What follows belongs to an exercise in optimizing a design on an open flow for small area, a short achievable clock period and few clock cycles per item; a production flow would make more cautious choices. No run shown here included a check of the RTL's function; only the layout flow was run. Power is estimated from default activity; no workload was simulated.

<file path="flow/design.v">
`timescale 1ns / 1ps
package hcka_pkg;
    localparam int CH_W      = 8;
    localparam int HUE_W     = 9;
    localparam int BQ_W      = 3;      
    localparam int BR_W      = 6;      
    localparam int CFG_IDX_W = 1;
    localparam int CFG_W     = HUE_W;
    localparam int S_DATA_W  = 24;
    localparam int M_DATA_W  = 32;
    localparam logic [CFG_IDX_W-1:0] REG_HUE_LOW  = 1'b0;
    localparam logic [CFG_IDX_W-1:0] REG_HUE_HIGH = 1'b1;
    localparam logic [BQ_W-1:0] LO_Q_RST = 3'd2;
    localparam logic [BR_W-1:0] LO_R_RST = 6'd11;
    localparam logic [BQ_W-1:0] HI_Q_RST = 3'd2;
    localparam logic [BR_W-1:0] HI_R_RST = 6'd25;
endpackage
`timescale 1ns / 1ps
import hcka_pkg::*;
module hcka_sector (
    input  logic [hcka_pkg::CH_W-1:0] red,
    input  logic [hcka_pkg::CH_W-1:0] green,
    input  logic [hcka_pkg::CH_W-1:0] blue,
    output logic                      rg_neg,    
    output logic                      rb_neg,    
    output logic                      gb_neg,    
    output logic [hcka_pkg::CH_W-1:0] delta,
    output logic [hcka_pkg::CH_W-1:0] t
);
    logic [CH_W-1:0] rg, rb, gb;
    logic [5:0]      sext;
    logic [2:0]      cls;       
    hcka_absdiff u_rg (.a(red),   .b(green), .dif(rg), .lt(rg_neg));
    hcka_absdiff u_rb (.a(red),   .b(blue),  .dif(rb), .lt(rb_neg));
    hcka_absdiff u_gb (.a(green), .b(blue),  .dif(gb), .lt(gb_neg));
    hcka_sext u_sext (.rg_neg(rg_neg), .rb_neg(rb_neg), .gb_neg(gb_neg), .sext(sext));
    assign cls[0] = sext[0] | sext[3];
    assign cls[1] = sext[1] | sext[4];
    assign cls[2] = sext[2] | sext[5];
    assign t     = ({CH_W{cls[0]}} & gb) | ({CH_W{cls[1]}} & rg) | ({CH_W{cls[2]}} & rb);
    assign delta = ({CH_W{cls[0]}} & rb) | ({CH_W{cls[1]}} & gb) | ({CH_W{cls[2]}} & rg);
endmodule
module hcka_sext (
    input  logic       rg_neg,
    input  logic       rb_neg,
    input  logic       gb_neg,
    output logic [5:0] sext
);
    logic r_max, g_max, b_max;
    assign r_max = !rg_neg && !rb_neg;
    assign g_max = !r_max && !gb_neg;
    assign b_max = !r_max && gb_neg;
    assign sext[0] = r_max && !gb_neg;
    assign sext[5] = r_max &&  gb_neg;
    assign sext[1] = g_max && !rb_neg;
    assign sext[2] = g_max &&  rb_neg;
    assign sext[4] = b_max && !rg_neg;
    assign sext[3] = b_max &&  rg_neg;
endmodule
module hcka_absdiff (
    input  logic [7:0] a,
    input  logic [7:0] b,
    output logic [7:0] dif,
    output logic       lt
);
    logic g0_1, p0_1, g0_3, p0_3, g0_5, p0_5, g0_7, p0_7, g1_2, p1_2, g1_3, p1_3, g1_6, p1_6, g1_7, p1_7, g2_4, p2_4, g2_5, p2_5, g2_6, p2_6, g2_7, p2_7;
    logic [7:0] p, g, q;
    assign p = ~(a ^ b);    
    assign g = a & ~b;      
    assign q = a | ~b;      
    assign g0_1 = g[1] | (q[1] & g[0]);
    assign p0_1 = q[1] & q[0];
    assign g0_3 = g[3] | (q[3] & g[2]);
    assign p0_3 = q[3] & q[2];
    assign g0_5 = g[5] | (q[5] & g[4]);
    assign p0_5 = q[5] & q[4];
    assign g0_7 = g[7] | (q[7] & g[6]);
    assign p0_7 = q[7] & q[6];
    assign g1_2 = g[2] | (q[2] & g0_1);
    assign p1_2 = q[2] & p0_1;
    assign g1_3 = g0_3 | (p0_3 & g0_1);
    assign p1_3 = p0_3 & p0_1;
    assign g1_6 = g[6] | (q[6] & g0_5);
    assign p1_6 = q[6] & p0_5;
    assign g1_7 = g0_7 | (p0_7 & g0_5);
    assign p1_7 = p0_7 & p0_5;
    assign g2_4 = g[4] | (q[4] & g1_3);
    assign p2_4 = q[4] & p1_3;
    assign g2_5 = g0_5 | (p0_5 & g1_3);
    assign p2_5 = p0_5 & p1_3;
    assign g2_6 = g1_6 | (p1_6 & g1_3);
    assign p2_6 = p1_6 & p1_3;
    assign g2_7 = g1_7 | (p1_7 & g1_3);
    assign p2_7 = p1_7 & p1_3;
    assign dif[0] = lt ? ~p[0] : ~p[0];
    assign dif[1] = lt ? ~(p[1] ^ g[0]) : (p[1] ^ (g[0] | q[0]));
    assign dif[2] = lt ? ~(p[2] ^ g0_1) : (p[2] ^ (g0_1 | p0_1));
    assign dif[3] = lt ? ~(p[3] ^ g1_2) : (p[3] ^ (g1_2 | p1_2));
    assign dif[4] = lt ? ~(p[4] ^ g1_3) : (p[4] ^ (g1_3 | p1_3));
    assign dif[5] = lt ? ~(p[5] ^ g2_4) : (p[5] ^ (g2_4 | p2_4));
    assign dif[6] = lt ? ~(p[6] ^ g2_5) : (p[6] ^ (g2_5 | p2_5));
    assign dif[7] = lt ? ~(p[7] ^ g2_6) : (p[7] ^ (g2_6 | p2_6));
    assign lt = ~(g2_7 | p2_7);
endmodule
module hcka_cmp_0 (
    input  logic [2:0] one,
    input  logic [2:0] two,
    input  logic [2:0] neg,
    input  logic [7:0] d,
    input  logic [7:0] t,
    output logic       y
);
    logic n1, n2, n3, n4, n5, n6, n7, n8, n9, n10, n11, n12, n13, n14, n15, n16, n17, n18, n19, n20, n21, n22, n23, n24, n25, n26, n27, n28, n29, n30, n31, n32, n33, n34, n35, n36, n37, n38, n39, n40, n41, n42, n43, n44, n45, n46, n47, n48, n49, n50, n51, n52, n53, n54, n55, n56, n57, n58, n59, n60, n61, n62, n63, n64, n65, n66, n67, n68, n69, n70, n71, n72, n73, n74, n75, n76, n77, n78, n79, n80, n81, n82, n83, n84, n85, n86, n87, n88, n89, n90, n91, n92, n93, n94, n95, n96, n97, n98, n99, n100, n101, n102, n103, n104, n105, n106, n107, n108, n109, n110, n111, n112, n113, n114, n115, n116, n117, n118, n119, n120, n121, n122, n123, n124, n125, n126, n127, n128, n129, n130, n131, n132, n133, n134, n135, n136, n137, n138, n139, n140, n141, n142, n143, n144, n145, n146, n147, n148, n149, n150, n151, n152, n153, n154, n155, n156;
    assign n1 = (((one[0] & d[4]) | (two[0] & d[3])) ^ neg[0]) ^ (((one[1] & d[2]) | (two[1] & d[1])) ^ neg[1]);
    assign n2 = (((one[0] & d[4]) | (two[0] & d[3])) ^ neg[0]) & (((one[1] & d[2]) | (two[1] & d[1])) ^ neg[1]);
    assign n3 = (((one[0] & d[5]) | (two[0] & d[4])) ^ neg[0]) ^ (((one[1] & d[3]) | (two[1] & d[2])) ^ neg[1]) ^ (((one[2] & d[1]) | (two[2] & d[0])) ^ neg[2]);
    assign n4 = ((((one[0] & d[5]) | (two[0] & d[4])) ^ neg[0]) & (((one[1] & d[3]) | (two[1] & d[2])) ^ neg[1])) | ((((one[0] & d[5]) | (two[0] & d[4])) ^ neg[0]) & (((one[2] & d[1]) | (two[2] & d[0])) ^ neg[2])) | ((((one[1] & d[3]) | (two[1] & d[2])) ^ neg[1]) & (((one[2] & d[1]) | (two[2] & d[0])) ^ neg[2]));
    assign n5 = t[3] ^ 1'b1;
    assign n6 = t[3] & 1'b1;
    assign n7 = (((one[0] & d[6]) | (two[0] & d[5])) ^ neg[0]) ^ (((one[1] & d[4]) | (two[1] & d[3])) ^ neg[1]) ^ (((one[2] & d[2]) | (two[2] & d[1])) ^ neg[2]);
    assign n8 = ((((one[0] & d[6]) | (two[0] & d[5])) ^ neg[0]) & (((one[1] & d[4]) | (two[1] & d[3])) ^ neg[1])) | ((((one[0] & d[6]) | (two[0] & d[5])) ^ neg[0]) & (((one[2] & d[2]) | (two[2] & d[1])) ^ neg[2])) | ((((one[1] & d[4]) | (two[1] & d[3])) ^ neg[1]) & (((one[2] & d[2]) | (two[2] & d[1])) ^ neg[2]));
    assign n9 = (neg[2] & d[0]) ^ t[4] ^ (~t[0]);
    assign n10 = ((neg[2] & d[0]) & t[4]) | ((neg[2] & d[0]) & (~t[0])) | (t[4] & (~t[0]));
    assign n11 = (((one[0] & d[7]) | (two[0] & d[6])) ^ neg[0]) ^ (((one[1] & d[5]) | (two[1] & d[4])) ^ neg[1]) ^ (((one[2] & d[3]) | (two[2] & d[2])) ^ neg[2]);
    assign n12 = ((((one[0] & d[7]) | (two[0] & d[6])) ^ neg[0]) & (((one[1] & d[5]) | (two[1] & d[4])) ^ neg[1])) | ((((one[0] & d[7]) | (two[0] & d[6])) ^ neg[0]) & (((one[2] & d[3]) | (two[2] & d[2])) ^ neg[2])) | ((((one[1] & d[5]) | (two[1] & d[4])) ^ neg[1]) & (((one[2] & d[3]) | (two[2] & d[2])) ^ neg[2]));
    assign n13 = (neg[2] & d[1]) ^ t[5] ^ (~t[1]);
    assign n14 = ((neg[2] & d[1]) & t[5]) | ((neg[2] & d[1]) & (~t[1])) | (t[5] & (~t[1]));
    assign n15 = (((two[0] & d[7])) ^ neg[0]) ^ (((one[1] & d[6]) | (two[1] & d[5])) ^ neg[1]) ^ (((one[2] & d[4]) | (two[2] & d[3])) ^ neg[2]);
    assign n16 = ((((two[0] & d[7])) ^ neg[0]) & (((one[1] & d[6]) | (two[1] & d[5])) ^ neg[1])) | ((((two[0] & d[7])) ^ neg[0]) & (((one[2] & d[4]) | (two[2] & d[3])) ^ neg[2])) | ((((one[1] & d[6]) | (two[1] & d[5])) ^ neg[1]) & (((one[2] & d[4]) | (two[2] & d[3])) ^ neg[2]));
    assign n17 = (neg[2] & d[2]) ^ t[6] ^ (~t[2]);
    assign n18 = ((neg[2] & d[2]) & t[6]) | ((neg[2] & d[2]) & (~t[2])) | (t[6] & (~t[2]));
    assign n19 = (((one[1] & d[7]) | (two[1] & d[6])) ^ neg[1]) ^ (((one[2] & d[5]) | (two[2] & d[4])) ^ neg[2]) ^ (neg[2] & d[3]);
    assign n20 = ((((one[1] & d[7]) | (two[1] & d[6])) ^ neg[1]) & (((one[2] & d[5]) | (two[2] & d[4])) ^ neg[2])) | ((((one[1] & d[7]) | (two[1] & d[6])) ^ neg[1]) & (neg[2] & d[3])) | ((((one[2] & d[5]) | (two[2] & d[4])) ^ neg[2]) & (neg[2] & d[3]));
    assign n21 = t[7] ^ (~t[3]) ^ (~(~neg[0]));
    assign n22 = (t[7] & (~t[3])) | (t[7] & (~(~neg[0]))) | ((~t[3]) & (~(~neg[0])));
    assign n23 = (((two[1] & d[7])) ^ neg[1]) ^ (((one[2] & d[6]) | (two[2] & d[5])) ^ neg[2]) ^ (neg[2] & d[4]);
    assign n24 = ((((two[1] & d[7])) ^ neg[1]) & (((one[2] & d[6]) | (two[2] & d[5])) ^ neg[2])) | ((((two[1] & d[7])) ^ neg[1]) & (neg[2] & d[4])) | ((((one[2] & d[6]) | (two[2] & d[5])) ^ neg[2]) & (neg[2] & d[4]));
    assign n25 = (~t[4]) ^ 1'b1 ^ (~neg[0]);
    assign n26 = ((~t[4]) & 1'b1) | ((~t[4]) & (~neg[0])) | (1'b1 & (~neg[0]));
    assign n27 = (~neg[1]) ^ (((one[2] & d[7]) | (two[2] & d[6])) ^ neg[2]) ^ (neg[2] & d[5]);
    assign n28 = ((~neg[1]) & (((one[2] & d[7]) | (two[2] & d[6])) ^ neg[2])) | ((~neg[1]) & (neg[2] & d[5])) | ((((one[2] & d[7]) | (two[2] & d[6])) ^ neg[2]) & (neg[2] & d[5]));
    assign n29 = (((two[2] & d[7])) ^ neg[2]) ^ (neg[2] & d[6]);
    assign n30 = (((two[2] & d[7])) ^ neg[2]) & (neg[2] & d[6]);
    assign n31 = (((one[0] & d[2]) | (two[0] & d[1])) ^ neg[0]) ^ (((one[1] & d[0])) ^ neg[1]);
    assign n32 = (((one[0] & d[2]) | (two[0] & d[1])) ^ neg[0]) & (((one[1] & d[0])) ^ neg[1]);
    assign n33 = (((one[0] & d[3]) | (two[0] & d[2])) ^ neg[0]) ^ (((one[1] & d[1]) | (two[1] & d[0])) ^ neg[1]);
    assign n34 = (((one[0] & d[3]) | (two[0] & d[2])) ^ neg[0]) & (((one[1] & d[1]) | (two[1] & d[0])) ^ neg[1]);
    assign n35 = (((one[2] & d[0])) ^ neg[2]) ^ neg[2] ^ t[2];
    assign n36 = ((((one[2] & d[0])) ^ neg[2]) & neg[2]) | ((((one[2] & d[0])) ^ neg[2]) & t[2]) | (neg[2] & t[2]);
    assign n37 = 1'b1 ^ n3 ^ n5;
    assign n38 = (1'b1 & n3) | (1'b1 & n5) | (n3 & n5);
    assign n39 = n7 ^ n9 ^ n4;
    assign n40 = (n7 & n9) | (n7 & n4) | (n9 & n4);
    assign n41 = n11 ^ n13 ^ n8;
    assign n42 = (n11 & n13) | (n11 & n8) | (n13 & n8);
    assign n43 = n15 ^ n17 ^ n12;
    assign n44 = (n15 & n17) | (n15 & n12) | (n17 & n12);
    assign n45 = n19 ^ n21 ^ n16;
    assign n46 = (n19 & n21) | (n19 & n16) | (n21 & n16);
    assign n47 = n23 ^ n25 ^ n20;
    assign n48 = (n23 & n25) | (n23 & n20) | (n25 & n20);
    assign n49 = (~t[5]) ^ n27 ^ n24;
    assign n50 = ((~t[5]) & n27) | ((~t[5]) & n24) | (n27 & n24);
    assign n51 = (~t[6]) ^ 1'b1 ^ n29;
    assign n52 = ((~t[6]) & 1'b1) | ((~t[6]) & n29) | (1'b1 & n29);
    assign n53 = (~neg[2]) ^ (neg[2] & d[7]) ^ (~t[7]);
    assign n54 = ((~neg[2]) & (neg[2] & d[7])) | ((~neg[2]) & (~t[7])) | ((neg[2] & d[7]) & (~t[7]));
    assign n55 = neg[1] ^ t[0];
    assign n56 = neg[1] & t[0];
    assign n57 = t[1] ^ n33 ^ n32;
    assign n58 = (t[1] & n33) | (t[1] & n32) | (n33 & n32);
    assign n59 = n1 ^ n35 ^ n34;
    assign n60 = (n1 & n35) | (n1 & n34) | (n35 & n34);
    assign n61 = n2 ^ n37 ^ n36;
    assign n62 = (n2 & n37) | (n2 & n36) | (n37 & n36);
    assign n63 = n6 ^ n39 ^ n38;
    assign n64 = (n6 & n39) | (n6 & n38) | (n39 & n38);
    assign n65 = n10 ^ n41 ^ n40;
    assign n66 = (n10 & n41) | (n10 & n40) | (n41 & n40);
    assign n67 = n14 ^ n43 ^ n42;
    assign n68 = (n14 & n43) | (n14 & n42) | (n43 & n42);
    assign n69 = n18 ^ n45 ^ n44;
    assign n70 = (n18 & n45) | (n18 & n44) | (n45 & n44);
    assign n71 = n22 ^ n47 ^ n46;
    assign n72 = (n22 & n47) | (n22 & n46) | (n47 & n46);
    assign n73 = n26 ^ n49 ^ n48;
    assign n74 = (n26 & n49) | (n26 & n48) | (n49 & n48);
    assign n75 = n28 ^ n51 ^ n50;
    assign n76 = (n28 & n51) | (n28 & n50) | (n51 & n50);
    assign n77 = n30 ^ n53 ^ n52;
    assign n78 = (n30 & n53) | (n30 & n52) | (n53 & n52);
    assign n79 = (((one[0] & d[0])) ^ neg[0]) & neg[0];
    assign n93 = (((one[0] & d[0])) ^ neg[0]) | neg[0];
    assign n80 = (((one[0] & d[1]) | (two[0] & d[0])) ^ neg[0]) & 1'b0;
    assign n94 = (((one[0] & d[1]) | (two[0] & d[0])) ^ neg[0]) | 1'b0;
    assign n81 = n31 & n55;
    assign n95 = n31 | n55;
    assign n82 = n57 & n56;
    assign n96 = n57 | n56;
    assign n83 = n59 & n58;
    assign n97 = n59 | n58;
    assign n84 = n61 & n60;
    assign n98 = n61 | n60;
    assign n85 = n63 & n62;
    assign n99 = n63 | n62;
    assign n86 = n65 & n64;
    assign n100 = n65 | n64;
    assign n87 = n67 & n66;
    assign n101 = n67 | n66;
    assign n88 = n69 & n68;
    assign n102 = n69 | n68;
    assign n89 = n71 & n70;
    assign n103 = n71 | n70;
    assign n90 = n73 & n72;
    assign n104 = n73 | n72;
    assign n91 = n75 & n74;
    assign n105 = n75 | n74;
    assign n92 = n77 & n76;
    assign n106 = n77 | n76;
    assign n107 = n80 | (n94 & n79);
    assign n108 = n94 & n93;
    assign n109 = n82 | (n96 & n81);
    assign n110 = n96 & n95;
    assign n111 = n84 | (n98 & n83);
    assign n112 = n98 & n97;
    assign n113 = n86 | (n100 & n85);
    assign n114 = n100 & n99;
    assign n115 = n88 | (n102 & n87);
    assign n116 = n102 & n101;
    assign n117 = n90 | (n104 & n89);
    assign n118 = n104 & n103;
    assign n119 = n92 | (n106 & n91);
    assign n120 = n106 & n105;
    assign n121 = n81 | (n95 & n107);
    assign n122 = n95 & n108;
    assign n123 = n109 | (n110 & n107);
    assign n124 = n110 & n108;
    assign n125 = n85 | (n99 & n111);
    assign n126 = n99 & n112;
    assign n127 = n113 | (n114 & n111);
    assign n128 = n114 & n112;
    assign n129 = n89 | (n103 & n115);
    assign n130 = n103 & n116;
    assign n131 = n117 | (n118 & n115);
    assign n132 = n118 & n116;
    assign n133 = n83 | (n97 & n123);
    assign n134 = n97 & n124;
    assign n135 = n111 | (n112 & n123);
    assign n136 = n112 & n124;
    assign n137 = n125 | (n126 & n123);
    assign n138 = n126 & n124;
    assign n139 = n127 | (n128 & n123);
    assign n140 = n128 & n124;
    assign n141 = n91 | (n105 & n131);
    assign n142 = n105 & n132;
    assign n143 = n119 | (n120 & n131);
    assign n144 = n120 & n132;
    assign n145 = n87 | (n101 & n139);
    assign n146 = n101 & n140;
    assign n147 = n115 | (n116 & n139);
    assign n148 = n116 & n140;
    assign n149 = n129 | (n130 & n139);
    assign n150 = n130 & n140;
    assign n151 = n131 | (n132 & n139);
    assign n152 = n132 & n140;
    assign n153 = n141 | (n142 & n139);
    assign n154 = n142 & n140;
    assign n155 = n143 | (n144 & n139);
    assign n156 = n144 & n140;
    assign y = n54 ^ n78 ^ n155;
endmodule
module hcka_cmp_1 (
    input  logic [2:0] one,
    input  logic [2:0] two,
    input  logic [2:0] neg,
    input  logic [7:0] d,
    input  logic [7:0] t,
    output logic       y
);
    logic n1, n2, n3, n4, n5, n6, n7, n8, n9, n10, n11, n12, n13, n14, n15, n16, n17, n18, n19, n20, n21, n22, n23, n24, n25, n26, n27, n28, n29, n30, n31, n32, n33, n34, n35, n36, n37, n38, n39, n40, n41, n42, n43, n44, n45, n46, n47, n48, n49, n50, n51, n52, n53, n54, n55, n56, n57, n58, n59, n60, n61, n62, n63, n64, n65, n66, n67, n68, n69, n70, n71, n72, n73, n74, n75, n76, n77, n78, n79, n80, n81, n82, n83, n84, n85, n86, n87, n88, n89, n90, n91, n92, n93, n94, n95, n96, n97, n98, n99, n100, n101, n102, n103, n104, n105, n106, n107, n108, n109, n110, n111, n112, n113, n114, n115, n116, n117, n118, n119, n120, n121, n122, n123, n124, n125, n126, n127, n128, n129, n130, n131, n132, n133, n134, n135, n136, n137, n138, n139, n140, n141, n142, n143, n144, n145, n146, n147, n148, n149, n150, n151, n152, n153, n154, n155, n156, n157, n158, n159, n160, n161, n162, n163, n164, n165, n166;
    assign n1 = (((one[0] & d[2]) | (two[0] & d[1])) ^ neg[0]) ^ (((one[1] & d[0])) ^ neg[1]);
    assign n2 = (((one[0] & d[2]) | (two[0] & d[1])) ^ neg[0]) & (((one[1] & d[0])) ^ neg[1]);
    assign n3 = (((one[0] & d[3]) | (two[0] & d[2])) ^ neg[0]) ^ (((one[1] & d[1]) | (two[1] & d[0])) ^ neg[1]);
    assign n4 = (((one[0] & d[3]) | (two[0] & d[2])) ^ neg[0]) & (((one[1] & d[1]) | (two[1] & d[0])) ^ neg[1]);
    assign n5 = (((one[0] & d[4]) | (two[0] & d[3])) ^ neg[0]) ^ (((one[1] & d[2]) | (two[1] & d[1])) ^ neg[1]) ^ (((one[2] & d[0])) ^ neg[2]);
    assign n6 = ((((one[0] & d[4]) | (two[0] & d[3])) ^ neg[0]) & (((one[1] & d[2]) | (two[1] & d[1])) ^ neg[1])) | ((((one[0] & d[4]) | (two[0] & d[3])) ^ neg[0]) & (((one[2] & d[0])) ^ neg[2])) | ((((one[1] & d[2]) | (two[1] & d[1])) ^ neg[1]) & (((one[2] & d[0])) ^ neg[2]));
    assign n7 = neg[2] ^ t[2];
    assign n8 = neg[2] & t[2];
    assign n9 = (((one[0] & d[5]) | (two[0] & d[4])) ^ neg[0]) ^ (((one[1] & d[3]) | (two[1] & d[2])) ^ neg[1]) ^ (((one[2] & d[1]) | (two[2] & d[0])) ^ neg[2]);
    assign n10 = ((((one[0] & d[5]) | (two[0] & d[4])) ^ neg[0]) & (((one[1] & d[3]) | (two[1] & d[2])) ^ neg[1])) | ((((one[0] & d[5]) | (two[0] & d[4])) ^ neg[0]) & (((one[2] & d[1]) | (two[2] & d[0])) ^ neg[2])) | ((((one[1] & d[3]) | (two[1] & d[2])) ^ neg[1]) & (((one[2] & d[1]) | (two[2] & d[0])) ^ neg[2]));
    assign n11 = t[3] ^ 1'b1;
    assign n12 = t[3] & 1'b1;
    assign n13 = (((one[0] & d[6]) | (two[0] & d[5])) ^ neg[0]) ^ (((one[1] & d[4]) | (two[1] & d[3])) ^ neg[1]) ^ (((one[2] & d[2]) | (two[2] & d[1])) ^ neg[2]);
    assign n14 = ((((one[0] & d[6]) | (two[0] & d[5])) ^ neg[0]) & (((one[1] & d[4]) | (two[1] & d[3])) ^ neg[1])) | ((((one[0] & d[6]) | (two[0] & d[5])) ^ neg[0]) & (((one[2] & d[2]) | (two[2] & d[1])) ^ neg[2])) | ((((one[1] & d[4]) | (two[1] & d[3])) ^ neg[1]) & (((one[2] & d[2]) | (two[2] & d[1])) ^ neg[2]));
    assign n15 = (neg[2] & d[0]) ^ t[4] ^ (~t[0]);
    assign n16 = ((neg[2] & d[0]) & t[4]) | ((neg[2] & d[0]) & (~t[0])) | (t[4] & (~t[0]));
    assign n17 = (((one[0] & d[7]) | (two[0] & d[6])) ^ neg[0]) ^ (((one[1] & d[5]) | (two[1] & d[4])) ^ neg[1]) ^ (((one[2] & d[3]) | (two[2] & d[2])) ^ neg[2]);
    assign n18 = ((((one[0] & d[7]) | (two[0] & d[6])) ^ neg[0]) & (((one[1] & d[5]) | (two[1] & d[4])) ^ neg[1])) | ((((one[0] & d[7]) | (two[0] & d[6])) ^ neg[0]) & (((one[2] & d[3]) | (two[2] & d[2])) ^ neg[2])) | ((((one[1] & d[5]) | (two[1] & d[4])) ^ neg[1]) & (((one[2] & d[3]) | (two[2] & d[2])) ^ neg[2]));
    assign n19 = (neg[2] & d[1]) ^ t[5] ^ (~t[1]);
    assign n20 = ((neg[2] & d[1]) & t[5]) | ((neg[2] & d[1]) & (~t[1])) | (t[5] & (~t[1]));
    assign n21 = (((two[0] & d[7])) ^ neg[0]) ^ (((one[1] & d[6]) | (two[1] & d[5])) ^ neg[1]) ^ (((one[2] & d[4]) | (two[2] & d[3])) ^ neg[2]);
    assign n22 = ((((two[0] & d[7])) ^ neg[0]) & (((one[1] & d[6]) | (two[1] & d[5])) ^ neg[1])) | ((((two[0] & d[7])) ^ neg[0]) & (((one[2] & d[4]) | (two[2] & d[3])) ^ neg[2])) | ((((one[1] & d[6]) | (two[1] & d[5])) ^ neg[1]) & (((one[2] & d[4]) | (two[2] & d[3])) ^ neg[2]));
    assign n23 = (neg[2] & d[2]) ^ t[6] ^ (~t[2]);
    assign n24 = ((neg[2] & d[2]) & t[6]) | ((neg[2] & d[2]) & (~t[2])) | (t[6] & (~t[2]));
    assign n25 = (((one[1] & d[7]) | (two[1] & d[6])) ^ neg[1]) ^ (((one[2] & d[5]) | (two[2] & d[4])) ^ neg[2]) ^ (neg[2] & d[3]);
    assign n26 = ((((one[1] & d[7]) | (two[1] & d[6])) ^ neg[1]) & (((one[2] & d[5]) | (two[2] & d[4])) ^ neg[2])) | ((((one[1] & d[7]) | (two[1] & d[6])) ^ neg[1]) & (neg[2] & d[3])) | ((((one[2] & d[5]) | (two[2] & d[4])) ^ neg[2]) & (neg[2] & d[3]));
    assign n27 = t[7] ^ (~t[3]) ^ (~(~neg[0]));
    assign n28 = (t[7] & (~t[3])) | (t[7] & (~(~neg[0]))) | ((~t[3]) & (~(~neg[0])));
    assign n29 = (((two[1] & d[7])) ^ neg[1]) ^ (((one[2] & d[6]) | (two[2] & d[5])) ^ neg[2]) ^ (neg[2] & d[4]);
    assign n30 = ((((two[1] & d[7])) ^ neg[1]) & (((one[2] & d[6]) | (two[2] & d[5])) ^ neg[2])) | ((((two[1] & d[7])) ^ neg[1]) & (neg[2] & d[4])) | ((((one[2] & d[6]) | (two[2] & d[5])) ^ neg[2]) & (neg[2] & d[4]));
    assign n31 = (~t[4]) ^ 1'b1 ^ (~neg[0]);
    assign n32 = ((~t[4]) & 1'b1) | ((~t[4]) & (~neg[0])) | (1'b1 & (~neg[0]));
    assign n33 = (~neg[1]) ^ (((one[2] & d[7]) | (two[2] & d[6])) ^ neg[2]) ^ (neg[2] & d[5]);
    assign n34 = ((~neg[1]) & (((one[2] & d[7]) | (two[2] & d[6])) ^ neg[2])) | ((~neg[1]) & (neg[2] & d[5])) | ((((one[2] & d[7]) | (two[2] & d[6])) ^ neg[2]) & (neg[2] & d[5]));
    assign n35 = (((two[2] & d[7])) ^ neg[2]) ^ (neg[2] & d[6]);
    assign n36 = (((two[2] & d[7])) ^ neg[2]) & (neg[2] & d[6]);
    assign n37 = neg[1] ^ t[0];
    assign n38 = neg[1] & t[0];
    assign n39 = t[1] ^ 1'b1 ^ n3;
    assign n40 = (t[1] & 1'b1) | (t[1] & n3) | (1'b1 & n3);
    assign n41 = 1'b1 ^ n5 ^ n7;
    assign n42 = (1'b1 & n5) | (1'b1 & n7) | (n5 & n7);
    assign n43 = n9 ^ n11 ^ n6;
    assign n44 = (n9 & n11) | (n9 & n6) | (n11 & n6);
    assign n45 = n13 ^ n15 ^ n10;
    assign n46 = (n13 & n15) | (n13 & n10) | (n15 & n10);
    assign n47 = n17 ^ n19 ^ n14;
    assign n48 = (n17 & n19) | (n17 & n14) | (n19 & n14);
    assign n49 = n21 ^ n23 ^ n18;
    assign n50 = (n21 & n23) | (n21 & n18) | (n23 & n18);
    assign n51 = n25 ^ n27 ^ n22;
    assign n52 = (n25 & n27) | (n25 & n22) | (n27 & n22);
    assign n53 = n29 ^ n31 ^ n26;
    assign n54 = (n29 & n31) | (n29 & n26) | (n31 & n26);
    assign n55 = (~t[5]) ^ n33 ^ n30;
    assign n56 = ((~t[5]) & n33) | ((~t[5]) & n30) | (n33 & n30);
    assign n57 = (~t[6]) ^ 1'b1 ^ n35;
    assign n58 = ((~t[6]) & 1'b1) | ((~t[6]) & n35) | (1'b1 & n35);
    assign n59 = (~neg[2]) ^ (neg[2] & d[7]) ^ (~t[7]);
    assign n60 = ((~neg[2]) & (neg[2] & d[7])) | ((~neg[2]) & (~t[7])) | ((neg[2] & d[7]) & (~t[7]));
    assign n61 = (((one[0] & d[0])) ^ neg[0]) ^ neg[0];
    assign n62 = (((one[0] & d[0])) ^ neg[0]) & neg[0];
    assign n63 = (((one[0] & d[1]) | (two[0] & d[0])) ^ neg[0]) ^ 1'b1;
    assign n64 = (((one[0] & d[1]) | (two[0] & d[0])) ^ neg[0]) & 1'b1;
    assign n65 = 1'b1 ^ n1 ^ n37;
    assign n66 = (1'b1 & n1) | (1'b1 & n37) | (n1 & n37);
    assign n67 = n2 ^ n39 ^ n38;
    assign n68 = (n2 & n39) | (n2 & n38) | (n39 & n38);
    assign n69 = n4 ^ n41 ^ n40;
    assign n70 = (n4 & n41) | (n4 & n40) | (n41 & n40);
    assign n71 = n8 ^ n43 ^ n42;
    assign n72 = (n8 & n43) | (n8 & n42) | (n43 & n42);
    assign n73 = n12 ^ n45 ^ n44;
    assign n74 = (n12 & n45) | (n12 & n44) | (n45 & n44);
    assign n75 = n16 ^ n47 ^ n46;
    assign n76 = (n16 & n47) | (n16 & n46) | (n47 & n46);
    assign n77 = n20 ^ n49 ^ n48;
    assign n78 = (n20 & n49) | (n20 & n48) | (n49 & n48);
    assign n79 = n24 ^ n51 ^ n50;
    assign n80 = (n24 & n51) | (n24 & n50) | (n51 & n50);
    assign n81 = n28 ^ n53 ^ n52;
    assign n82 = (n28 & n53) | (n28 & n52) | (n53 & n52);
    assign n83 = n32 ^ n55 ^ n54;
    assign n84 = (n32 & n55) | (n32 & n54) | (n55 & n54);
    assign n85 = n34 ^ n57 ^ n56;
    assign n86 = (n34 & n57) | (n34 & n56) | (n57 & n56);
    assign n87 = n36 ^ n59 ^ n58;
    assign n88 = (n36 & n59) | (n36 & n58) | (n59 & n58);
    assign n89 = 1'b1 & n61;
    assign n103 = 1'b1 | n61;
    assign n90 = n63 & n62;
    assign n104 = n63 | n62;
    assign n91 = n65 & n64;
    assign n105 = n65 | n64;
    assign n92 = n67 & n66;
    assign n106 = n67 | n66;
    assign n93 = n69 & n68;
    assign n107 = n69 | n68;
    assign n94 = n71 & n70;
    assign n108 = n71 | n70;
    assign n95 = n73 & n72;
    assign n109 = n73 | n72;
    assign n96 = n75 & n74;
    assign n110 = n75 | n74;
    assign n97 = n77 & n76;
    assign n111 = n77 | n76;
    assign n98 = n79 & n78;
    assign n112 = n79 | n78;
    assign n99 = n81 & n80;
    assign n113 = n81 | n80;
    assign n100 = n83 & n82;
    assign n114 = n83 | n82;
    assign n101 = n85 & n84;
    assign n115 = n85 | n84;
    assign n102 = n87 & n86;
    assign n116 = n87 | n86;
    assign n117 = n90 | (n104 & n89);
    assign n118 = n104 & n103;
    assign n119 = n92 | (n106 & n91);
    assign n120 = n106 & n105;
    assign n121 = n94 | (n108 & n93);
    assign n122 = n108 & n107;
    assign n123 = n96 | (n110 & n95);
    assign n124 = n110 & n109;
    assign n125 = n98 | (n112 & n97);
    assign n126 = n112 & n111;
    assign n127 = n100 | (n114 & n99);
    assign n128 = n114 & n113;
    assign n129 = n102 | (n116 & n101);
    assign n130 = n116 & n115;
    assign n131 = n91 | (n105 & n117);
    assign n132 = n105 & n118;
    assign n133 = n119 | (n120 & n117);
    assign n134 = n120 & n118;
    assign n135 = n95 | (n109 & n121);
    assign n136 = n109 & n122;
    assign n137 = n123 | (n124 & n121);
    assign n138 = n124 & n122;
    assign n139 = n99 | (n113 & n125);
    assign n140 = n113 & n126;
    assign n141 = n127 | (n128 & n125);
    assign n142 = n128 & n126;
    assign n143 = n93 | (n107 & n133);
    assign n144 = n107 & n134;
    assign n145 = n121 | (n122 & n133);
    assign n146 = n122 & n134;
    assign n147 = n135 | (n136 & n133);
    assign n148 = n136 & n134;
    assign n149 = n137 | (n138 & n133);
    assign n150 = n138 & n134;
    assign n151 = n101 | (n115 & n141);
    assign n152 = n115 & n142;
    assign n153 = n129 | (n130 & n141);
    assign n154 = n130 & n142;
    assign n155 = n97 | (n111 & n149);
    assign n156 = n111 & n150;
    assign n157 = n125 | (n126 & n149);
    assign n158 = n126 & n150;
    assign n159 = n139 | (n140 & n149);
    assign n160 = n140 & n150;
    assign n161 = n141 | (n142 & n149);
    assign n162 = n142 & n150;
    assign n163 = n151 | (n152 & n149);
    assign n164 = n152 & n150;
    assign n165 = n153 | (n154 & n149);
    assign n166 = n154 & n150;
    assign y = n60 ^ n88 ^ n165;
endmodule
`timescale 1ns / 1ps
import hcka_pkg::*;
module hue_chroma_key_alpha_unit (
    input  logic                               aclk,
    input  logic                               aresetn,
    input  logic                               s_tvalid,
    output logic                               s_tready,
    input  logic [hcka_pkg::S_DATA_W-1:0]      s_tdata,    
    output logic                               m_tvalid,
    input  logic                               m_tready,
    output logic [hcka_pkg::M_DATA_W-1:0]      m_tdata,    
    input  logic                               cfg_wr_en,
    input  logic [hcka_pkg::CFG_IDX_W-1:0]     cfg_index,
    input  logic [hcka_pkg::CFG_W-1:0]         cfg_wdata
);
    logic [BQ_W-1:0] lo_q_reg, hi_q_reg;
    logic [8:0]      lo_rb_reg, hi_rb_reg;    
    logic [BQ_W-1:0] wr_q_ge, wr_q_gt, wr_q;
    logic [BR_W-1:0] wr_r;
    logic [8:0]      wr_rb;
    logic              rg_neg, rb_neg, gb_neg;
    logic [CH_W-1:0]   delta, t;
    logic                en1, en2;
    logic                v1_reg;
    logic [S_DATA_W-1:0] s1_rgb_reg;
    logic [CH_W-1:0]     s1_delta_reg, s1_t_reg;
    logic                s1_rg_neg_reg, s1_rb_neg_reg, s1_gb_neg_reg;
    logic [5:0]          sext;
    logic [5:0]          lo_gt_mask, lo_eq_mask, hi_lt_mask, hi_eq_mask;
    logic                lo_lt, hi_le;
    logic                lo_in, hi_in;
    logic                key_reg;
    logic [S_DATA_W-1:0] rgb_reg;
    always_comb begin
        wr_q_ge = '0;
        wr_q_gt = '0;
        for (int k = 1; k <= 6; k++) begin
            if (cfg_wdata >= CFG_W'(60 * k)) wr_q_ge = BQ_W'(k);
            if (cfg_wdata >  CFG_W'(60 * k)) wr_q_gt = BQ_W'(k);
        end
    end
    assign wr_q  = (cfg_index == REG_HUE_HIGH) ? wr_q_gt : wr_q_ge;
    assign wr_r  = {cfg_wdata[5:2] + {1'b0, wr_q}, cfg_wdata[1:0]};
    assign wr_rb = booth(wr_r);
    always_ff @(posedge aclk) begin
        if (!aresetn) begin
            lo_q_reg <= LO_Q_RST;
            lo_rb_reg <= booth(LO_R_RST);
            hi_q_reg <= HI_Q_RST;
            hi_rb_reg <= booth(HI_R_RST);
        end else if (cfg_wr_en) begin
            unique case (cfg_index)
                REG_HUE_LOW:  begin lo_q_reg <= wr_q; lo_rb_reg <= wr_rb; end
                REG_HUE_HIGH: begin hi_q_reg <= wr_q; hi_rb_reg <= wr_rb; end
                default: ;
            endcase
        end
    end
    function automatic logic [8:0] booth(input logic [BR_W-1:0] r);
        logic [6:0] x;
        logic [2:0] one, two, neg;
        x = {r, 1'b0};
        for (int i = 0; i < 3; i++) begin
            one[i] = x[2*i+1] ^ x[2*i];
            two[i] = (x[2*i+2] & !x[2*i+1] & !x[2*i]) | (!x[2*i+2] & x[2*i+1] & x[2*i]);
            neg[i] = x[2*i+2];
        end
        booth = {neg, two, one};
    endfunction
    assign en2      = !m_tvalid || m_tready;
    assign en1      = !v1_reg || en2;
    assign s_tready = en1;
    always_ff @(posedge aclk) begin
        if (!aresetn) begin
            v1_reg   <= 1'b0;
            m_tvalid <= 1'b0;
        end else begin
            if (en1) v1_reg   <= s_tvalid;
            if (en2) m_tvalid <= v1_reg;
        end
    end
    hcka_sector u_sector (
        .red    (s_tdata[7:0]),
        .green  (s_tdata[15:8]),
        .blue   (s_tdata[23:16]),
        .rg_neg (rg_neg),
        .rb_neg (rb_neg),
        .gb_neg (gb_neg),
        .delta  (delta),
        .t      (t)
    );
    always_ff @(posedge aclk) begin
        if (en1) begin
            s1_rgb_reg    <= s_tdata;
            s1_delta_reg  <= delta;
            s1_t_reg      <= t;
            s1_rg_neg_reg <= rg_neg;
            s1_rb_neg_reg <= rb_neg;
            s1_gb_neg_reg <= gb_neg;
        end
    end
    hcka_sext u_sext (
        .rg_neg (s1_rg_neg_reg),
        .rb_neg (s1_rb_neg_reg),
        .gb_neg (s1_gb_neg_reg),
        .sext   (sext)
    );
    always_comb begin
        for (int k = 0; k < 6; k++) begin
            lo_gt_mask[k] = BQ_W'(k) >  lo_q_reg;
            lo_eq_mask[k] = BQ_W'(k) == lo_q_reg;
            hi_lt_mask[k] = BQ_W'(k) <  hi_q_reg;
            hi_eq_mask[k] = BQ_W'(k) == hi_q_reg;
        end
    end
    hcka_cmp_0 u_lo (.one(lo_rb_reg[2:0]), .two(lo_rb_reg[5:3]), .neg(lo_rb_reg[8:6]),
                     .d(s1_delta_reg), .t(s1_t_reg), .y(lo_lt));
    hcka_cmp_1 u_hi (.one(hi_rb_reg[2:0]), .two(hi_rb_reg[5:3]), .neg(hi_rb_reg[8:6]),
                     .d(s1_delta_reg), .t(s1_t_reg), .y(hi_le));
    assign lo_in = |(sext & lo_gt_mask) || (|(sext & lo_eq_mask) && lo_lt);
    assign hi_in = |(sext & hi_lt_mask) || (|(sext & hi_eq_mask) && !hi_le);
    always_ff @(posedge aclk) begin
        if (en2) begin
            key_reg <= lo_in && hi_in;
            rgb_reg <= s1_rgb_reg;
        end
    end
    assign m_tdata = {{CH_W{!key_reg}}, rgb_reg};
endmodule
</file>
<file path="flow/flow/run.sh">
#!/bin/bash
# The standard layout (the standard.sh, unchanged synthesis), with plain buf_1 cells as
# the port buffers in place of the delay buffers that buffer_ports picks by default.
set -euo pipefail
export BUFFER_PORTS_ARGS="-buffer_cell sky130_fd_sc_hd__buf_1"
bash standard.sh finish > standard.log 2>&1
</file>
<file path="flow/standard.sh">
#!/bin/bash
# synth_recipe.tcl (not shown) runs the flow's synth.tcl, then flattens the netlist and writes it again
# the make line also repeats each setting of config.mk as NAME=value (left out here)
make -C /OpenROAD-flow-scripts/flow DESIGN_CONFIG=/design/flow/config.mk WORK_HOME=/design/flow/orfs CLKGATE_MAP_FILE= SYNTH_SCRIPT=/design/flow/synth_recipe.tcl "${@:-finish}"
</file>
<file path="flow/config.mk">
export PLATFORM = sky130hd
export DESIGN_NAME = hue_chroma_key_alpha_unit
export DESIGN_NICKNAME = hue_chroma_key_alpha_unit
export VERILOG_FILES = /design/flow/design.v
export SDC_FILE = /design/flow/constraint.sdc
export NUM_CORES = 4
export LEC_CHECK = 0
export ABC_AREA = 1
export CAP_MARGIN = 20
export CORE_MARGIN = 2
export CORE_UTILIZATION = 40
export SETUP_SLACK_MARGIN = 2.2
export SLEW_MARGIN = 20
</file>
<file path="flow/constraint.sdc">
create_clock -name core_clock -period 6.0 [get_ports {aclk}]
set_input_delay 1.2000 -clock core_clock [delete_from_list [all_inputs] [get_ports {aclk}]]
set_output_delay 1.2000 -clock core_clock [all_outputs]
set_load 0.01 [all_outputs]
</file>
==> impl_metrics.py, run 1 <==
metrics = {
    "placement": {
        "gp_congestion": 0.919,
        "port_buffers": 72,
        "dp_cells": 1460,
        "place_hpwl_mm": 17.5,
    },
    "clock_tree": {
        "cts-root-buf": "clkbuf_16",
        "clk_latency_ps": 350,
        "htree_levels": 3,
        "clk_pin_slew_ps": 90,
        "cts_tree": "done",
        "cts.sinks": 94,
        "clockBufferDepth": 2,
        "cts_buffers": 9,
    },
    "power_and_ir_drop": {
        "comb_power_share": 0.745,
        "ir_drop_v": 0.000317,
        "clkPwrFrac": 0.100,
        "p_sw_frac": 0.501,
        "power.density_nw_per_um2": 565,
        "power_frac_seq": 0.155,
        "leakage_uw": 0.00508,
        "p_int_uw": 2970,
        "power_uw": 5960,
        "p_sw_uw": 2990,
    },
    "grt": {
        "grt_overflow": 0,
        "antenna_found_initial": 0,
        "grt_max_degree": 45,
        "grt_usage": 0.189,
        "first_global_vias": 7037,
        "grt_pass1_wl_mm": 35.8,
    },
    "run": {
        "drv_cap": 0,
    },
    "synthesis": {
        "synth_cell_type_count": 40,
        "yosysWarnings": 1,
        "yosysSeqAreaShare": 0.281,
        "syn_area_per_cell_um2": 8.07,
        "synth-seq-cells": 94,
        "async_flop_share": 0,
        "synth_edf_count": 68,
        "synth_nets": 1306,
        "syn_inst": 1132,
        "synth_area_um2": 9130,
        "synth_flop_cell": "edfxtp_1",
    },
    "critical_path": {
        "cp_max_fo": 4,
        "worstPathRequired_ps": 6120,
        "start_kind": "flip-flop",
        "reg2reg_slack_ps": 2070,
        "cp.arrival_ps": 4040,
        "path_class": "flip-flop to flip-flop",
        "end_kind": "flip-flop",
    },
    "sta": {
        "finalCriticalPeriod_ps": 3930,
        "setup_viol": 0,
        "relSlewSlack": 0.597,
        "fmax_mhz": 255,
        "rsz0062_at_grt": "yes",
        "worst_slew_pin_slew_ps": 604,
        "finClkSkew_ps": 13.0,
        "fin_setup_tns_ps": 0,
        "min_period_over_period": 0.654,
        "hold_viol": 0,
        "slew_viol_final": 0,
    },
    "finish": {
        "layout.cells.non_filler": 1511,
        "antenna_cells": 0,
        "nFillCells": 2177,
        "layout-drive-gt1-share": 0.109,
        "num-nets-final": 1395,
        "syn_to_final_growth_pct": 15.5,
    },
    "floorplan": {
        "ioPinCount": 73,
        "die_w_um": 155,
        "core.rowCount": 55,
        "die_y_um": 155,
        "initial_core_util": 0.406,
        "fp.dieArea_um2": 24100,
        "core_area_um2": 22500,
    },
    "drt": {
        "vias": 7573,
        "drt_iter0_drc": 550,
        "wirelength_mm": 22.7,
        "post_drt_via_cell_ratio": 5.01,
        "avgRoutedWirePerCell_um": 15.1,
        "drc_errors": 0,
        "ant_nets": 0,
        "firstDrtPassIters": 5,
    },
    "hold_path": {
        "worst_hold_path_type": "flip-flop to flip-flop",
    },
    "outcome": {
        "status": "no timing/DRC/antenna violations",
    },
}
## path summary, 6_finish.rpt
check / from / endpoint / depth (start not counted)
max: s1_delta_reg[3] / key_reg / 20
max reg2reg: s1_delta_reg[3] / key_reg / 20
min: s1_rgb_reg[5] / rgb_reg[5] / 0
min reg2reg: s1_rgb_reg[5] / rgb_reg[5] / 0
## area by class of cell
type	instances	area, um2	share of cell area
multi-input cells	763	5750	0.545
flip-flops and latches	94	2570	0.244
inverters	244	937	0.0888
repair buffers	108	614	0.0582
well taps	285	357	0.0338
clock buffers	9	225	0.0213
clock inverters	7	86.3	0.00818
repair inverters	1	7.51	0.000712
## stage by stage
| stage | setup slack, ps | instance area (um2) | util | hold slack (ps) |
|---|---|---|---|---|
| after floorplan | 2280 | 9130 | - | 400 |
| after global placement | 1940 | 9600 | 0.427 | 400 |
| after detailed placement | 1870 | 9600 | 0.427 | 406 |
| after CTS | 2200 | 10200 | 0.453 | 417 |
| after global routing | 1940 | 10500 | 0.469 | 427 |
| final | 2070 | 10500 | 0.469 | 411 |
## critical path, cell delays in order, from the launching register on
cell and delay (ps):
edfxtp_1 450, clkinvlp_4 220, buf_4 180, buf_4 130, o22ai_1 150, xor2_1 130, fa_1 440, fa_1 550
inv_1 50, fa_1 490, inv_1 60, nor2_2 160, a21oi_2 50, nand2_1 50, nand3_1 80, a21oi_2 200
nand3_2 90, nand3_2 60, nand2_1 50, nand2_1 70, inv_1 30
## synthesized netlist by cell type (3+ instances only)
cell type	number	area, um2
inv_1	235	882
nand2_1	225	845
edfxtp_1	68	2040
ha_1	68	851
fa_1	67	1340
xor2_1	67	587
o21ai_0	66	330
nand3_1	58	290
nor2_1	57	214
o22ai_1	43	269
a21oi_1	40	200
dfxtp_1	26	521
clkbuf_1	14	52.6
xnor2_1	12	105
o211ai_1	11	82.6
buf_4	10	75.1
nand4_1	6	37.5
a31oi_1	5	31.3
inv_2	5	18.8
nor3_1	5	25.0
clkinv_1	4	15.0
nor2_2	4	25.0
o31ai_1	4	30.0
or2_2	4	25.0
a211oi_1	3	22.5
buf_6	3	33.8
## placed cells by master (no fill, tap or decap), types with 5 or more instances in the layout
| cell type | n |
|---|---|
| xor2_1 | 60 |
| buf_1 | 72 |
| a31oi_1 | 5 |
| inv_1 | 227 |
| nor2_1 | 56 |
| buf_6 | 13 |
| nand3_2 | 7 |
| o22ai_2 | 8 |
| nor2_2 | 5 |
| xor2_2 | 7 |
| fa_1 | 65 |
| clkbuf_16 | 9 |
| nand2_1 | 220 |
| clkinvlp_4 | 6 |
| o211ai_1 | 11 |
| dfxtp_1 | 21 |
| nand2_2 | 7 |
| nand4_1 | 6 |
| ha_1 | 67 |
| o22ai_1 | 29 |
| o21ai_0 | 63 |
| a21oi_1 | 35 |
| inv_2 | 8 |
| a21oi_2 | 5 |
| nand3_1 | 53 |
| o22ai_4 | 6 |
| edfxtp_1 | 68 |
| xnor2_1 | 12 |
| buf_4 | 21 |
## kinds of logic (layout without fill, tap and decap cells)
| logic type | after synthesis | in the layout | share of synthesized area |
|---|---|---|---|
| AO/OA/AOI/OAI | 179 | 179 | 0.113 |
| XOR/XNOR | 79 | 79 | 0.0758 |
| adder cells (fa/ha/maj) | 135 | 135 | 0.240 |
| buffers and inverters | 275 | 369 | 0.120 |
| AND/OR/NAND/NOR | 370 | 370 | 0.171 |
| flip-flops | 94 | 94 | 0.281 |
## power by group through the flow
| stage | Clock (uW) | Sequential (uW) | Combinational [uW] |
|---|---|---|---|
| after floorplan | 0 | 870 | 2960 |
| after detailed placement | 0 | 935 | 3680 |
| final | 595 | 926 | 4440 |
| after global placement | 0 | 932 | 3600 |
| after CTS | 613 | 922 | 3920 |
| after global routing | 636 | 935 | 5110 |
## timing repair
action	in CTS	in global routing
cloned	1	0
buffers inserted	20	14
pin swaps	12	40
endpoints found under the setup margin	1	1
hold buffers	0	0
resized for setup	30	52
## per-layer routing
metal,global-route usage,share of wire,routed length [um]
met2,0.326,0.49,11100
met3,0.0209,0.042,950
met4,0.0631,0.029,663
met5,0,0,0
met1,0.247,0.44,10000
==> inputs of run 2 (changes only) <==
--- a/flow/config.mk
+++ b/flow/config.mk
@@ -9,5 +9,5 @@
 export CAP_MARGIN = 20
 export CORE_MARGIN = 2
 export CORE_UTILIZATION = 40
-export SETUP_SLACK_MARGIN = 2.2
+export SETUP_SLACK_MARGIN = 2.6
 export SLEW_MARGIN = 20
==> impl_metrics.py, run 2 <==
metrics = {
    "outcome": {
        "status": "no timing/DRC/antenna violations",
    },
    "floorplan": {
        "initial_core_util": 0.406,
        "core.rowCount": 55,
        "die_w_um": 155,
        "fp.dieArea_um2": 24100,
        "ioPinCount": 73,
        "die_y_um": 155,
        "core_area_um2": 22500,
    },
    "grt": {
        "antenna_found_initial": 0,
        "grt_max_degree": 45,
        "first_global_vias": 7116,
        "grt_overflow": 0,
        "grt_usage": 0.188,
        "grt_pass1_wl_mm": 35.8,
    },
    "critical_path": {
        "end_kind": "flip-flop",
        "path_class": "flip-flop to flip-flop",
        "worstPathRequired_ps": 6120,
        "cp_max_fo": 3,
        "critical_path_buf_inv_count": 5,
        "rr_startpoint": "s1_delta_reg[6]",
        "crit_top_cell": "nand3_2",
        "start_kind": "flip-flop",
        "r2r-end": "key_reg",
        "cp_cell_sequence": "clkinvlp_4, buf_6, buf_4, o22ai_2, xor2_1, fa_1, fa_1, inv_2, fa_2, nor2_1, o21ai_0, nand3_2, a21oi_2, nand3_2, nand3_2, nand2_2, nand2_1, inv_1",
        "slowest_delay_ps": 540,
        "reg2regPathDepth": 18,
        "reg2reg_slack_ps": 2190,
        "path_delay_family": "adder cells",
        "slowest_stage": "fa_1",
        "cp.arrival_ps": 3930,
    },
    "synthesis": {
        "synth_top_area_cell": "edfxtp_1",
        "syn_inst": 1132,
        "yosysSeqAreaShare": 0.281,
        "synth_flop_cell": "edfxtp_1",
        "synth-seq-cells": 94,
        "synth_area_leaders": "edfxtp_1 (22%), fa_1 (15%), inv_1 (9.7%), ha_1 (9.3%), nand2_1 (9.2%)",
        "synth_edf_count": 68,
        "synth.most_common_cell": "inv_1",
        "yosysWarnings": 1,
        "synth_area_um2": 9130,
        "synth_top_area_frac": 0.224,
        "yosys-top-cells-count": "inv_1 (235), nand2_1 (225), edfxtp_1 (68), ha_1 (68)",
        "synth_nets": 1306,
        "syn_area_per_cell_um2": 8.07,
        "async_flop_share": 0,
        "synth_cell_type_count": 40,
    },
    "power_and_ir_drop": {
        "power.density_nw_per_um2": 552,
        "p_sw_uw": 2960,
        "power_uw": 5880,
        "power_frac_seq": 0.158,
        "leakage_uw": 0.00512,
        "comb_power_share": 0.745,
        "clkPwrFrac": 0.097,
        "p_sw_frac": 0.503,
        "p_int_uw": 2920,
        "ir_drop_v": 0.000362,
    },
    "placement": {
        "place_hpwl_mm": 17.2,
        "port_buffers": 72,
        "gp_congestion": 0.919,
    },
    "finish": {
        "final_cell_mix": "inv_1 (222), nand2_1 (216), edfxtp_1 (68)",
        "layout-drive-gt1-share": 0.146,
        "nFillCells": 2176,
        "antenna_cells": 0,
        "syn_to_final_growth_pct": 16.7,
        "layout.cells.most_common": "inv_1",
        "num-nets-final": 1391,
        "finish.utilization": 0.474,
    },
    "clock_tree": {
        "clk_latency_ps": 350,
        "clockBufferDepth": 2,
        "clk_pin_slew_ps": 70,
        "cts-root-buf": "clkbuf_16",
        "htree_levels": 3,
        "hold_buffers": 0,
        "cts_buffers": 9,
        "cts_tree": "done",
        "cts.sinks": 94,
    },
    "sta": {
        "rsz0062_at_grt": "yes",
        "hold_viol": 0,
        "fin_setup_tns_ps": 0,
        "finalCriticalPeriod_ps": 3810,
        "worst_slew_pin_slew_ps": 620,
        "fmax_mhz": 262,
        "finClkSkew_ps": 8.27,
        "min_period_over_period": 0.635,
        "relSlewSlack": 0.584,
        "setup_viol": 0,
        "slew_viol_final": 0,
    },
    "drt": {
        "drc_errors": 0,
        "met1_length_mm": 9.80,
        "drt_iter0_drc": 502,
        "ant_nets": 0,
        "wl_met2_mm": 11.1,
        "post_drt_via_cell_ratio": 4.98,
        "top_layer": "met4",
        "firstDrtPassIters": 7,
        "avgRoutedWirePerCell_um": 14.8,
        "wirelength_mm": 22.3,
        "vias": 7500,
        "wl_met3_um": 868,
    },
    "run": {
        "drv_cap": 0,
    },
    "hold_path": {
        "min_path_cells": 0,
        "worst_hold_path_type": "flip-flop to flip-flop",
        "worstHoldStart": "s1_rgb_reg[12]",
        "holdPathEnd": "rgb_reg[12]",
    },
}
run 2: cell counts after synthesis:
Identical to the previous run, type by type.
run 2: what timing repair did:
item | 4_1_cts | 5_1_grt
resized for setup | 54 | 99
pin swaps | 41 | 62
cloned | 1 | 0
setup buffers | 15 | 15
setup endpoints to repair | 18 | 24
endpoints found under the hold margin | 0 | 0
run 2: area by class of cell:
type / instances / area [um2] / area share
Sequential cell: 94 / 2570 / 0.242
Multi-Input combinational cell: 763 / 5920 / 0.555
Timing Repair inverter: 1 / 7.51 / 0.000705
Clock inverter: 7 / 75.1 / 0.00705
Inverter: 244 / 942 / 0.0884
Clock buffer: 9 / 225 / 0.0211
Tap cell: 285 / 357 / 0.0335
Timing Repair Buffer: 104 / 557 / 0.0523
run 2: kinds of logic after synthesis:
kind of cell	Yosys count	share of synthesized area
and+or+nand+nor	370	0.171
buffers and inverters	275	0.120
AOI/OAI and AO/OA	179	0.113
adders and majority gates	135	0.240
DFF	94	0.281
xor gates and xnor gates	79	0.0758
run 2: worst max-delay path by stage:
| stage | start | to | slack [ps] | depth (start not counted) |
|---|---|---|---|---|
| global route | s1_delta_reg[6] | key_reg | 2040 | 20 |
| finish | s1_delta_reg[6] | key_reg | 2190 | 18 |
| global placement | lo_rb_reg[8] | key_reg | 1920 | 19 |
| detailed placement | hi_rb_reg[8] | key_reg | 1880 | 17 |
| CTS | s1_delta_reg[3] | key_reg | 2250 | 18 |
| floorplan | s1_delta_reg[7] | key_reg | 2490 | 21 |
run 2: routing by layer:
metal  track usage  vias to the layer above
met4        0.0520                        0
met1         0.246                     3518
met3        0.0234                       29
met2         0.330                      179
met5             0                        -
li1              -                     3774
run 2: through the flow:
| step | hold slack [ps] | area [um2] | worst slack [ps] | std cells |
|---|---|---|---|---|
| after global placement | 401 | 9600 | 1920 | 1460 |
| after CTS | 424 | 10200 | 2250 | 1492 |
| after detailed placement | 406 | 9600 | 1880 | 1460 |
| after floorplan | 400 | 9180 | 2490 | 1132 |
| after global routing | 433 | 10700 | 2040 | 1507 |
| final | 422 | 10700 | 2190 | 1507 |
run 2: worst reg2reg max path, cell delays in order (launching register included):
cell and delay, ps:
edfxtp_1 430, clkinvlp_4 150, buf_6 140, buf_4 130, o22ai_2 140, xor2_1 220, fa_1 480, fa_1 540
inv_2 50, fa_2 530, nor2_1 40, o21ai_0 100, nand3_2 160, a21oi_2 190, nand3_2 80, nand3_2 80
nand2_2 40, nand2_1 50, inv_1 30
run 2: power by group through the flow:
stage / registers, uW / clock network, uW / logic, uW
floorplan: 871 / 0 / 3000
global placement: 940 / 0 / 3600
detailed placement: 941 / 0 / 3670
CTS: 924 / 585 / 4010
global route: 935 / 612 / 5030
finish: 926 / 570 / 4380

==> port drivers added, routing unchanged <==
The flow's constraints put no driver on any port. The routed layouts listed below were extracted and timed again, unchanged, in two steps. Step 1 sets driving cells, clkbuf_16 on the clock port and buf_2 on the other inputs (assumed; they add their load-dependent delay and slew). Step 2 also shifts input and output timing later by t, the mid clock arrival at the registers, as if the neighbouring blocks saw the same clock. Slacks: no drivers / after step 1 / after step 2; pairs: no drivers / after step 1.
run | shift t [ns] | setup WS [ns] | hold WS [ns] | latest minus earliest clock arrival (ns) | worst register clock-pin slew, ns
run 1 | 0.395 | 2.074 / 2.074 / 2.042 | 0.411 / 0.411 / 0.411 | 0.019 / 0.019 | 0.09 / 0.09
run 2 | 0.393 | 2.190 / 2.190 / 2.190 | 0.422 / 0.422 / 0.422 | 0.010 / 0.011 | 0.08 / 0.08
After both steps every run listed still meets setup and hold. For run 1, which loses most, drivers alone change the setup slack by 0.000 ns; drivers and shift together by -0.032 ns.
